From an optimization exercise on the open Yosys and OpenROAD flow, aimed at small area, a short achievable clock period and few clock cycles per item; shortcuts taken in it are not production practice. At most, simulation tests tie the RTL to the original design; equivalence was not proved. Power and IR drop assume default switching activity.

Setup of wip/garnet:
==> flow/design.v <==
`timescale 1ns/1ps
`default_nettype none
module mul_top
(
  input  wire                          clk,
  input  wire                          rst_n,
  input  wire [5-1:0]    awaddr,
  input  wire                          awvalid,
  output logic                         awready,
  input  wire [31:0]                   wdata,
  input  wire                          wvalid,
  output logic                         wready,
  output logic                         bvalid,
  output logic [1:0]           bresp,
  input  wire                          bready,
  input  wire [5-1:0]    araddr,
  input  wire                          arvalid,
  output logic                         arready,
  output logic                         rvalid,
  output logic [31:0]                  rdata,
  output logic [1:0]           rresp,
  input  wire                          rready
);
  logic [31:0] x;           
  logic        xv;          
  logic [31:0] y;           
  logic [32:0] s;           
  logic [32:0] c;           
  logic        cin;         
  logic [31:0] p_lo;        
  logic        pv;          
  logic [3:0]  dq;          
  logic        running;     
  logic [2:0]  cnt;         
  logic        done;        
  logic [31:0] count;
  logic        bv;
  logic        berr;
  logic        rpend;
  logic        rerr;
  logic        sel_x, sel_y, sel_ctrl, sel_lo, sel_hi, sel_cnt;
  logic wr_en;
  logic wr_hit;
  logic start;
  logic x_we;
  logic y_we;
  assign awready = ~running & ~bv;
  assign wready  = awready;
  assign wr_en   = awready & awvalid & wvalid;
  always_comb
  begin
    case (awaddr)
      5'h00,
      5'h04,
      5'h08,
      5'h0C,
      5'h10,
      5'h14: wr_hit = 1'b1;
      default:        wr_hit = 1'b0;
    endcase
  end
  assign x_we  = wr_en & (awaddr == 5'h00);
  assign y_we  = wr_en & (awaddr == 5'h04);
  assign start = wr_en & (awaddr == 5'h08) & wdata[0];
  assign bvalid = bv;
  assign bresp  = {berr, 1'b0};
  always_ff @(posedge clk or negedge rst_n)
  begin
    if (!rst_n)
    begin
      bv <= 1'b0;
      xv <= 1'b0;
      y  <= '0;
    end
    else
    begin
      if (wr_en)
        bv <= 1'b1;
      else if (bready)
        bv <= 1'b0;
      if (x_we)
        xv <= 1'b1;
      if (y_we)
        y <= wdata;
    end
  end
  always_ff @(posedge clk)
  begin
    if (wr_en)
      berr <= ~wr_hit;
    if (x_we)
      x <= wdata;
  end
  logic rd_en;
  logic near_end;
  assign near_end = (cnt == 3'd6) | (cnt == 3'd7) | (cnt == 3'd0);
  assign arready  = ~rpend & (~running | near_end);
  assign rd_en    = arready & arvalid;
  assign rvalid   = rpend & (sel_ctrl | ~running);
  assign rresp    = {rerr, 1'b0};
  always_ff @(posedge clk or negedge rst_n)
  begin
    if (!rst_n)
      rpend <= 1'b0;
    else if (rd_en)
      rpend <= 1'b1;
    else if (rvalid & rready)
      rpend <= 1'b0;
  end
  always_ff @(posedge clk)
  begin
    if (rd_en)
    begin
      sel_x    <= (araddr == 5'h00) & xv;
      sel_y    <= (araddr == 5'h04);
      sel_ctrl <= (araddr == 5'h08);
      sel_lo   <= (araddr == 5'h0C) & pv;
      sel_hi   <= (araddr == 5'h10) & pv;
      sel_cnt  <= (araddr == 5'h14);
      rerr     <= ~((araddr == 5'h00) | (araddr == 5'h04) |
                    (araddr == 5'h08) | (araddr == 5'h0C) |
                    (araddr == 5'h10) | (araddr == 5'h14));
    end
  end
  assign rdata = ({32{sel_x}}   & x)
               | ({32{sel_y}}   & y)
               | ({32{sel_lo}}  & p_lo)
               | ({32{sel_hi}}  & s[31:0])
               | ({32{sel_cnt}} & count)
               | {30'd0, sel_ctrl & done, 1'b0};
  function automatic logic [36:0] maj3(input logic [36:0] a, input logic [36:0] b,
                                       input logic [36:0] d);
    maj3 = (a & b) | (a & d) | (b & d);
  endfunction
  logic        step;        
  logic        fin;         
  logic [32:0] s_in;
  logic [36:0] r0, r1, r2, r3, r4, r5;
  logic [36:0] a1, b1, a2, b2, a3, b3, a4, b4;
  logic [4:0]  low;
  logic [32:0] hi_sum;
  assign step = start | (running & (cnt != 3'd0));
  assign fin  = running & (cnt == 3'd0);
  assign s_in = s & {33{running}};
  always_comb
  begin
    r0 = {5'd0, y & {32{dq[0]}}};
    r1 = {4'd0, y & {32{dq[1]}}, 1'd0};
    r2 = {3'd0, y & {32{dq[2]}}, 2'd0};
    r3 = {2'd0, y & {32{dq[3]}}, 3'd0};
    r4 = {4'd0, s_in};
    r5 = {4'd0, c};
    a1 = r0 ^ r1 ^ r2;
    b1 = maj3(r0, r1, r2) << 1;
    a2 = r3 ^ r4 ^ r5;
    b2 = maj3(r3, r4, r5) << 1;
    a3 = a1 ^ b1 ^ a2;
    b3 = maj3(a1, b1, a2) << 1;
    a4 = a3 ^ b3 ^ b2;
    b4 = maj3(a3, b3, b2) << 1;
    low    = {1'b0, a4[3:0]} + {1'b0, b4[3:0]} + {4'd0, cin};
    hi_sum = s + c + {32'd0, cin};
  end
  always_ff @(posedge clk or negedge rst_n)
  begin
    if (!rst_n)
    begin
      running <= 1'b0;
      cnt     <= 3'd0;
      pv      <= 1'b0;
      done    <= 1'b0;
      dq      <= 4'd0;
      count   <= '0;
    end
    else
    begin
      if (start)
      begin
        running <= 1'b1;
        pv      <= 1'b1;
        done    <= 1'b1;
      end
      else if (fin)
        running <= 1'b0;
      if (step)
        cnt <= cnt + 3'd1;
      if (x_we)
        dq <= wdata[3:0];
      else if (step)
        dq <= x[4*(cnt+3'd1) +: 4] & {4{xv}};
      if (fin)
        count <= count + 32'd1;
      if (rvalid & rready & sel_ctrl)
        done <= 1'b0;
    end
  end
  always_ff @(posedge clk)
  begin
    c   <= step ? b4[36:4] : 33'd0;
    cin <= step & low[4];
    if (step)
    begin
      s    <= a4[36:4];
      p_lo <= {low[3:0], p_lo[31:4]};
    end
    else if (fin)
      s    <= {1'b0, hi_sum[31:0]};
  end
endmodule
`default_nettype wire
clock: 5.0 ns
lec_check: 0
abc_clock_period_in_ps: 2500
cap_margin: 20
core_margin: 2
core_utilization: 40
setup_slack_margin: 2.2
slew_margin: 20
run.sh (not shown) runs the stock make flow with config.mk's settings and CLKGATE_MAP_FILE= SYNTH_SCRIPT=/design/flow/synth_recipe.tcl, a recipe that flattens the netlist after the stock synthesis.
wip/garnet: flow completed, timing, DRC and antenna clean
Testbench counts of wip/garnet, summed over its fixed seeds: cycles 51,200, ops 3,200.
[inputs] wip/maple vs wip/garnet
==> flow/design.v, changed modules only <==
module mul_top
(
  input  wire                          clk,
  input  wire                          rst_n,
  input  wire [5-1:0]    awaddr,
  input  wire                          awvalid,
  output logic                         awready,
  input  wire [31:0]                   wdata,
  input  wire                          wvalid,
  output logic                         wready,
  output logic                         bvalid,
  output logic [1:0]           bresp,
  input  wire                          bready,
  input  wire [5-1:0]    araddr,
  input  wire                          arvalid,
  output logic                         arready,
  output logic                         rvalid,
  output logic [31:0]                  rdata,
  output logic [1:0]           rresp,
  input  wire                          rready
);
  logic [31:0] x;           
  logic        xv;          
  logic [31:0] y;           
  logic [32:0] s;           
  logic [32:0] c;           
  logic        cin;         
  logic [31:0] p_lo;        
  logic        pv;          
  logic [2:0]  da, db;      
  logic [33:0] y3;          
  logic        running;     
  logic [2:0]  cnt;         
  logic        done;        
  logic [31:0] count;
  logic        bv;
  logic        berr;
  logic        rpend;
  logic        rerr;
  logic        sel_x, sel_y, sel_ctrl, sel_lo, sel_hi, sel_cnt;
  logic wr_en;
  logic wr_hit;
  logic start;
  logic x_we;
  logic y_we;
  assign awready = ~running & ~bv;
  assign wready  = awready;
  assign wr_en   = awready & awvalid & wvalid;
  always_comb
  begin
    case (awaddr)
      5'h00,
      5'h04,
      5'h08,
      5'h0C,
      5'h10,
      5'h14: wr_hit = 1'b1;
      default:        wr_hit = 1'b0;
    endcase
  end
  assign x_we  = wr_en & (awaddr == 5'h00);
  assign y_we  = wr_en & (awaddr == 5'h04);
  assign start = wr_en & (awaddr == 5'h08) & wdata[0];
  assign bvalid = bv;
  assign bresp  = {berr, 1'b0};
  always_ff @(posedge clk or negedge rst_n)
  begin
    if (!rst_n)
    begin
      bv <= 1'b0;
      xv <= 1'b0;
      y  <= '0;
    end
    else
    begin
      if (wr_en)
        bv <= 1'b1;
      else if (bready)
        bv <= 1'b0;
      if (x_we)
        xv <= 1'b1;
      if (y_we)
        y <= wdata;
    end
  end
  always_ff @(posedge clk)
  begin
    if (wr_en)
      berr <= ~wr_hit;
    if (x_we)
      x <= wdata;
  end
  logic rd_en;
  logic near_end;
  assign near_end = (cnt == 3'd6) | (cnt == 3'd7) | (cnt == 3'd0);
  assign arready  = ~rpend & (~running | near_end);
  assign rd_en    = arready & arvalid;
  assign rvalid   = rpend & (sel_ctrl | ~running);
  assign rresp    = {rerr, 1'b0};
  always_ff @(posedge clk or negedge rst_n)
  begin
    if (!rst_n)
      rpend <= 1'b0;
    else if (rd_en)
      rpend <= 1'b1;
    else if (rvalid & rready)
      rpend <= 1'b0;
  end
  always_ff @(posedge clk)
  begin
    if (rd_en)
    begin
      sel_x    <= (araddr == 5'h00) & xv;
      sel_y    <= (araddr == 5'h04);
      sel_ctrl <= (araddr == 5'h08);
      sel_lo   <= (araddr == 5'h0C) & pv;
      sel_hi   <= (araddr == 5'h10) & pv;
      sel_cnt  <= (araddr == 5'h14);
      rerr     <= ~((araddr == 5'h00) | (araddr == 5'h04) |
                    (araddr == 5'h08) | (araddr == 5'h0C) |
                    (araddr == 5'h10) | (araddr == 5'h14));
    end
  end
  assign rdata = ({32{sel_x}}   & x)
               | ({32{sel_y}}   & y)
               | ({32{sel_lo}}  & p_lo)
               | ({32{sel_hi}}  & s[31:0])
               | ({32{sel_cnt}} & count)
               | {30'd0, sel_ctrl & done, 1'b0};
  function automatic logic [36:0] maj3(input logic [36:0] a, input logic [36:0] b,
                                       input logic [36:0] d);
    maj3 = (a & b) | (a & d) | (b & d);
  endfunction
  logic        step;        
  logic        fin;         
  logic [32:0] s_in;
  logic [36:0] r0, r1, r2, r3;
  logic [36:0] a1, b1, a4, b4;
  logic [3:0]  dn;          
  logic [4:0]  low;
  logic [32:0] hi_sum;
  assign step = start | (running & (cnt != 3'd0));
  assign fin  = running & (cnt == 3'd0);
  assign s_in = s & {33{running}};
  assign dn   = x_we ? wdata[3:0] : (x[4*(cnt+3'd1) +: 4] & {4{xv}});
  function automatic logic [2:0] onehot3(input logic [1:0] d);
    onehot3 = {d == 2'd3, d == 2'd2, d == 2'd1};
  endfunction
  always_ff @(posedge clk)
    y3 <= {1'b0, y, 1'b0} + {2'd0, y};
  always_comb
  begin
    r0 = {3'd0, ({34{da[0]}} & {2'd0, y}) | ({34{da[1]}} & {1'd0, y, 1'd0})
              | ({34{da[2]}} & y3)};
    r1 = {1'd0, ({34{db[0]}} & {2'd0, y}) | ({34{db[1]}} & {1'd0, y, 1'd0})
              | ({34{db[2]}} & y3), 2'd0};
    r2 = {4'd0, s_in};
    r3 = {4'd0, c};
    a1 = r0 ^ r1 ^ r2;
    b1 = maj3(r0, r1, r2) << 1;
    a4 = a1 ^ b1 ^ r3;
    b4 = maj3(a1, b1, r3) << 1;
    low    = {1'b0, a4[3:0]} + {1'b0, b4[3:0]} + {4'd0, cin};
    hi_sum = s + c + {32'd0, cin};
  end
  always_ff @(posedge clk or negedge rst_n)
  begin
    if (!rst_n)
    begin
      running <= 1'b0;
      cnt     <= 3'd0;
      pv      <= 1'b0;
      done    <= 1'b0;
      da      <= 3'd0;
      db      <= 3'd0;
      count   <= '0;
    end
    else
    begin
      if (start)
      begin
        running <= 1'b1;
        pv      <= 1'b1;
        done    <= 1'b1;
      end
      else if (fin)
        running <= 1'b0;
      if (step)
        cnt <= cnt + 3'd1;
      if (x_we | step)
      begin
        da <= onehot3(dn[1:0]);
        db <= onehot3(dn[3:2]);
      end
      count <= count + {31'd0, fin};
      if (rvalid & rready & sel_ctrl)
        done <= 1'b0;
    end
  end
  always_ff @(posedge clk)
  begin
    c   <= step ? b4[36:4] : 33'd0;
    cin <= step & low[4];
    if (step)
    begin
      s    <= a4[36:4];
      p_lo <= {low[3:0], p_lo[31:4]};
    end
    else if (fin)
      s    <= {1'b0, hi_sum[31:0]};
  end
endmodule
Notes after the runs:
- Compared with wip/garnet, wip/maple shows number of library cell types mapped by synthesis higher by 9.
- Of wip/maple and wip/garnet, it is wip/maple that has the higher time the final worst path needs with I/O delays and setup.
- Fraction of area in non-clock buffers: wip/garnet vs wip/maple, no meaningful difference
- Looking at count of clock-net buffers in the final layout across wip/maple and wip/garnet, the one that comes out higher is wip/maple.
- [compare] base=wip/garnet new=wip/maple: total length of routed met3 wires went up by 1200 µm; tightest slew margin relative to the limit picked up an extra 5.4 points; count of cell instances traversed by the critical path fell 1; synthesized cell count now larger.
- Part of the total power dissipated in the clock network ended up 3.9 points lower on wip/maple than on wip/garnet.
- wip/garnet ended up with rdata[15] as its end point of the critical path; wip/maple ended up with rdata[26].
- On wip/maple: sequential cell count is 17% higher than what wip/garnet gave.
The RTL of wip/maple was laid out without a check of its function.


harbor:
mul_top, a different RTL version from the one above (not shown whole).
For scale: about 1300 cells after synthesis, roughly 220 flip-flops.
==> module mul_top, before the edit <==
module mul_top
(
  input  wire                          clk,
  input  wire                          rst_n,
  input  wire [5-1:0]    awaddr,
  input  wire                          awvalid,
  output logic                         awready,
  input  wire [31:0]                   wdata,
  input  wire                          wvalid,
  output logic                         wready,
  output logic                         bvalid,
  output logic [1:0]           bresp,
  input  wire                          bready,
  input  wire [5-1:0]    araddr,
  input  wire                          arvalid,
  output logic                         arready,
  output logic                         rvalid,
  output logic [31:0]                  rdata,
  output logic [1:0]           rresp,
  input  wire                          rready
);
  logic [31:0] x;           
  logic        xv;          
  logic [31:0] y;           
  logic [32:0] s;           
  logic [32:0] c;           
  logic        cin;         
  logic [31:0] p_lo;        
  logic        pv;          
  logic [3:0]  dq;          
  logic        running;     
  logic        hib;         
  logic        h16;         
  logic [2:0]  cnt;         
  logic        done;        
  logic [31:0] count;
  logic        bv;
  logic        berr;
  logic        rpend;
  logic        rerr;
  logic        sel_x, sel_y, sel_ctrl, sel_lo, sel_hi, sel_cnt;
  logic wr_en;
  logic wr_hit;
  logic start;
  logic x_we;
  logic y_we;
  assign awready = ~running & ~hib & ~bv;
  assign wready  = awready;
  assign wr_en   = awready & awvalid & wvalid;
  always_comb
  begin
    case (awaddr)
      5'h00,
      5'h04,
      5'h08,
      5'h0C,
      5'h10,
      5'h14: wr_hit = 1'b1;
      default:        wr_hit = 1'b0;
    endcase
  end
  assign x_we  = wr_en & (awaddr == 5'h00);
  assign y_we  = wr_en & (awaddr == 5'h04);
  assign start = wr_en & (awaddr == 5'h08) & wdata[0];
  assign bvalid = bv;
  assign bresp  = {berr, 1'b0};
  always_ff @(posedge clk or negedge rst_n)
  begin
    if (!rst_n)
    begin
      bv <= 1'b0;
      xv <= 1'b0;
      y  <= '0;
    end
    else
    begin
      if (wr_en)
        bv <= 1'b1;
      else if (bready)
        bv <= 1'b0;
      if (x_we)
        xv <= 1'b1;
      if (y_we)
        y <= wdata;
    end
  end
  always_ff @(posedge clk)
  begin
    if (wr_en)
      berr <= ~wr_hit;
    if (x_we)
      x <= wdata;
  end
  logic rd_en;
  logic near_end;
  assign near_end = (cnt == 3'd5) | (cnt == 3'd6) | (cnt == 3'd7) | (cnt == 3'd0);
  assign arready  = ~rpend & (~running | near_end);
  assign rd_en    = arready & arvalid;
  assign rvalid   = rpend & ~(sel_lo & running & (cnt != 3'd0))
                          & ~(sel_hi & (running | hib))
                          & ~(sel_cnt & running);
  assign rresp    = {rerr, 1'b0};
  always_ff @(posedge clk or negedge rst_n)
  begin
    if (!rst_n)
      rpend <= 1'b0;
    else if (rd_en)
      rpend <= 1'b1;
    else if (rvalid & rready)
      rpend <= 1'b0;
  end
  always_ff @(posedge clk or negedge rst_n)
  begin
    if (!rst_n)
    begin
      sel_x    <= 1'b0;
      sel_y    <= 1'b0;
      sel_ctrl <= 1'b0;
      sel_lo   <= 1'b0;
      sel_hi   <= 1'b0;
      sel_cnt  <= 1'b0;
      rerr     <= 1'b0;
    end
    else if (rd_en)
    begin
      sel_x    <= (araddr == 5'h00) & xv;
      sel_y    <= (araddr == 5'h04);
      sel_ctrl <= (araddr == 5'h08);
      sel_lo   <= (araddr == 5'h0C) & pv;
      sel_hi   <= (araddr == 5'h10) & pv;
      sel_cnt  <= (araddr == 5'h14);
      rerr     <= ~((araddr == 5'h00) | (araddr == 5'h04) |
                    (araddr == 5'h08) | (araddr == 5'h0C) |
                    (araddr == 5'h10) | (araddr == 5'h14));
    end
  end
  assign rdata = ({32{sel_x}}   & x)
               | ({32{sel_y}}   & y)
               | ({32{sel_lo}}  & p_lo)
               | ({32{sel_hi}}  & s[31:0])
               | ({32{sel_cnt}} & count)
               | {30'd0, sel_ctrl & done, 1'b0};
  function automatic logic [36:0] maj3(input logic [36:0] a, input logic [36:0] b,
                                       input logic [36:0] d);
    maj3 = (a & b) | (a & d) | (b & d);
  endfunction
  logic        step;        
  logic        fin;         
  logic [32:0] s_in;
  logic [36:0] r0, r1, r2, r3, r4, r5;
  logic [36:0] a1, b1, a2, b2, a3, b3, a4, b4;
  logic [4:0]  low;
  logic [16:0] hi_lo;       
  logic [16:0] hi_hi;       
  assign step = start | (running & (cnt != 3'd0));
  assign fin  = running & (cnt == 3'd0);
  assign s_in = s & {33{running}};
  always_comb
  begin
    r0 = {5'd0, y & {32{dq[0]}}};
    r1 = {4'd0, y & {32{dq[1]}}, 1'd0};
    r2 = {3'd0, y & {32{dq[2]}}, 2'd0};
    r3 = {2'd0, y & {32{dq[3]}}, 3'd0};
    r4 = {4'd0, s_in};
    r5 = {4'd0, c};
    a1 = r0 ^ r1 ^ r2;
    b1 = maj3(r0, r1, r2) << 1;
    a2 = r3 ^ r4 ^ r5;
    b2 = maj3(r3, r4, r5) << 1;
    a3 = a1 ^ b1 ^ a2;
    b3 = maj3(a1, b1, a2) << 1;
    a4 = a3 ^ b3 ^ b2;
    b4 = maj3(a3, b3, b2) << 1;
    low    = {1'b0, a4[3:0]} + {1'b0, b4[3:0]} + {4'd0, cin};
    hi_lo  = {1'b0, s[15:0]} + {1'b0, c[15:0]} + {16'd0, cin};
    hi_hi  = s[32:16] + c[32:16] + {16'd0, h16};
  end
  always_ff @(posedge clk or negedge rst_n)
  begin
    if (!rst_n)
    begin
      running <= 1'b0;
      hib     <= 1'b0;
      cnt     <= 3'd0;
      pv      <= 1'b0;
      done    <= 1'b0;
      dq      <= 4'd0;
      count   <= '0;
    end
    else
    begin
      if (start)
      begin
        running <= 1'b1;
        pv      <= 1'b1;
        done    <= 1'b1;
      end
      else if (fin)
        running <= 1'b0;
      hib <= fin;
      if (step)
        cnt <= cnt + 3'd1;
      if (x_we)
        dq <= wdata[3:0];
      else if (step)
        dq <= x[4*(cnt+3'd1) +: 4] & {4{xv}};
      count <= count + {31'd0, fin};
      if (rvalid & rready & sel_ctrl)
        done <= 1'b0;
    end
  end
  always_ff @(posedge clk)
  begin
    c   <= step ? b4[36:4] : (c & {33{running}});
    cin <= step ? low[4] : (cin & running);
    h16 <= hi_lo[16];
    if (step)
    begin
      s    <= a4[36:4];
      p_lo <= {low[3:0], p_lo[31:4]};
    end
    else
    begin
      if (fin)
        s[15:0]  <= hi_lo[15:0];
      if (hib)
        s[32:16] <= hi_hi;
    end
  end
endmodule
clock: 5.0 ns
lec_check: 0
abc_clock_period_in_ps: 2500
cap_margin: 20
core_margin: 2
core_utilization: 40
setup_slack_margin: 2.2
slew_margin: 20
Modified inputs, tundra compared to harbor
diff --git a/flow/design.v b/flow/design.v
--- a/flow/design.v
+++ b/flow/design.v
@@ -22,17 +22,19 @@
   input  wire                          rready
 );
   logic [31:0] x;           
   logic        xv;          
   logic [31:0] y;           
+  logic        yv;          
   logic [32:0] s;           
   logic [32:0] c;           
   logic        cin;         
   logic [31:0] p_lo;        
   logic        pv;          
   logic [3:0]  dq;          
   logic        running;     
+  logic        acc;         
   logic        hib;         
   logic        h16;         
   logic [2:0]  cnt;         
   logic        done;        
   logic [31:0] count;
@@ -70,30 +72,32 @@
   begin
     if (!rst_n)
     begin
       bv <= 1'b0;
       xv <= 1'b0;
-      y  <= '0;
+      yv <= 1'b0;
     end
     else
     begin
       if (wr_en)
         bv <= 1'b1;
       else if (bready)
         bv <= 1'b0;
       if (x_we)
         xv <= 1'b1;
       if (y_we)
-        y <= wdata;
+        yv <= 1'b1;
     end
   end
   always_ff @(posedge clk)
   begin
     if (wr_en)
       berr <= ~wr_hit;
     if (x_we)
       x <= wdata;
+    if (y_we)
+      y <= wdata;
   end
   logic rd_en;
   logic near_end;
   assign near_end = (cnt == 3'd5) | (cnt == 3'd6) | (cnt == 3'd7) | (cnt == 3'd0);
   assign arready  = ~rpend & (~running | near_end);
@@ -124,11 +128,11 @@
       rerr     <= 1'b0;
     end
     else if (rd_en)
     begin
       sel_x    <= (araddr == 5'h00) & xv;
-      sel_y    <= (araddr == 5'h04);
+      sel_y    <= (araddr == 5'h04) & yv;
       sel_ctrl <= (araddr == 5'h08);
       sel_lo   <= (araddr == 5'h0C) & pv;
       sel_hi   <= (araddr == 5'h10) & pv;
       sel_cnt  <= (araddr == 5'h14);
       rerr     <= ~((araddr == 5'h00) | (araddr == 5'h04) |
@@ -154,11 +158,11 @@
   logic [4:0]  low;
   logic [16:0] hi_lo;       
   logic [16:0] hi_hi;       
   assign step = start | (running & (cnt != 3'd0));
   assign fin  = running & (cnt == 3'd0);
-  assign s_in = s & {33{running}};
+  assign s_in = s & {33{acc}};
   always_comb
   begin
     r0 = {5'd0, y & {32{dq[0]}}};
     r1 = {4'd0, y & {32{dq[1]}}, 1'd0};
     r2 = {3'd0, y & {32{dq[2]}}, 2'd0};
@@ -180,19 +184,24 @@
   always_ff @(posedge clk or negedge rst_n)
   begin
     if (!rst_n)
     begin
       running <= 1'b0;
+      acc     <= 1'b0;
       hib     <= 1'b0;
       cnt     <= 3'd0;
       pv      <= 1'b0;
       done    <= 1'b0;
       dq      <= 4'd0;
       count   <= '0;
     end
     else
     begin
+      if (start)
+        acc <= 1'b1;
+      else if (cnt == 3'd7)
+        acc <= 1'b0;
       if (start)
       begin
         running <= 1'b1;
         pv      <= 1'b1;
         done    <= 1'b1;
@@ -201,13 +210,15 @@
         running <= 1'b0;
       hib <= fin;
       if (step)
         cnt <= cnt + 3'd1;
       if (x_we)
-        dq <= wdata[3:0];
+        dq <= wdata[3:0] & {4{yv}};
+      else if (y_we)
+        dq <= x[3:0] & {4{xv}};
       else if (step)
-        dq <= x[4*(cnt+3'd1) +: 4] & {4{xv}};
+        dq <= x[4*(cnt+3'd1) +: 4] & {4{xv & yv}};
       count <= count + {31'd0, fin};
       if (rvalid & rready & sel_ctrl)
         done <= 1'b0;
     end
   end
Results
- Looking at pin count of the biggest net entering global routing, tundra sits about 34% lower than harbor does.
- Power spent charging and discharging nets, tundra vs harbor: down by a little under 10%
- Against harbor, average cell area after synthesis in tundra rose slightly.
- tundra carries more flip-flops than harbor.
- The combined buffer and inverter count along the critical path of tundra falls short of that of harbor by 1.
- tundra against harbor: synthesized flop and latch total shows an increase of 2; final instance area shows an increase of 1.2%; wire length shows an increase of about 1%; global-route usage shows no meaningful change; peak per-stage delay on the critical path shows no meaningful change.
- Power after layout: higher on harbor
- The higher overall die height of tundra and harbor is in harbor.
- harbor has a higher worst path setup slack after routing than tundra.
Testbench counts of tundra, summed over its fixed seeds: cycles 48,000, ops 3,200.
The RTL of harbor was laid out without a check of its function.

[re-timing with driven ports]
Ports are ideal in the flow. The routed layouts listed here were re-timed in OpenROAD.
Step 1: set_driving_cell puts a clkbuf_16 on clk and a buf_2 on each other input, an assumption about the parent block.
Step 2 also shifts input and output timing later by t, the mid clock arrival at the registers, as if the neighbouring blocks saw the same clock.
a / b / c = ideal ports / drivers / drivers and shift; a / b = the first two.
| run | shift t [ns] | slack for setup (ns) | pins driven straight from the clock port |
|---|---|---|---|
| wip/garnet | 0.587 | 1.978 / 1.925 / 1.726 | 1 |
| wip/maple | 0.617 | 1.942 / 1.884 / 1.640 | 1 |
| harbor | 0.613 | 2.075 / 2.025 / 1.651 | 1 |
| tundra | 0.581 | 1.975 / 1.925 / 1.736 | 1 |
After both steps every run listed still meets setup and hold. The setup slack of harbor, which loses most, moves by -0.050 ns with the drivers and by -0.424 ns with both steps.
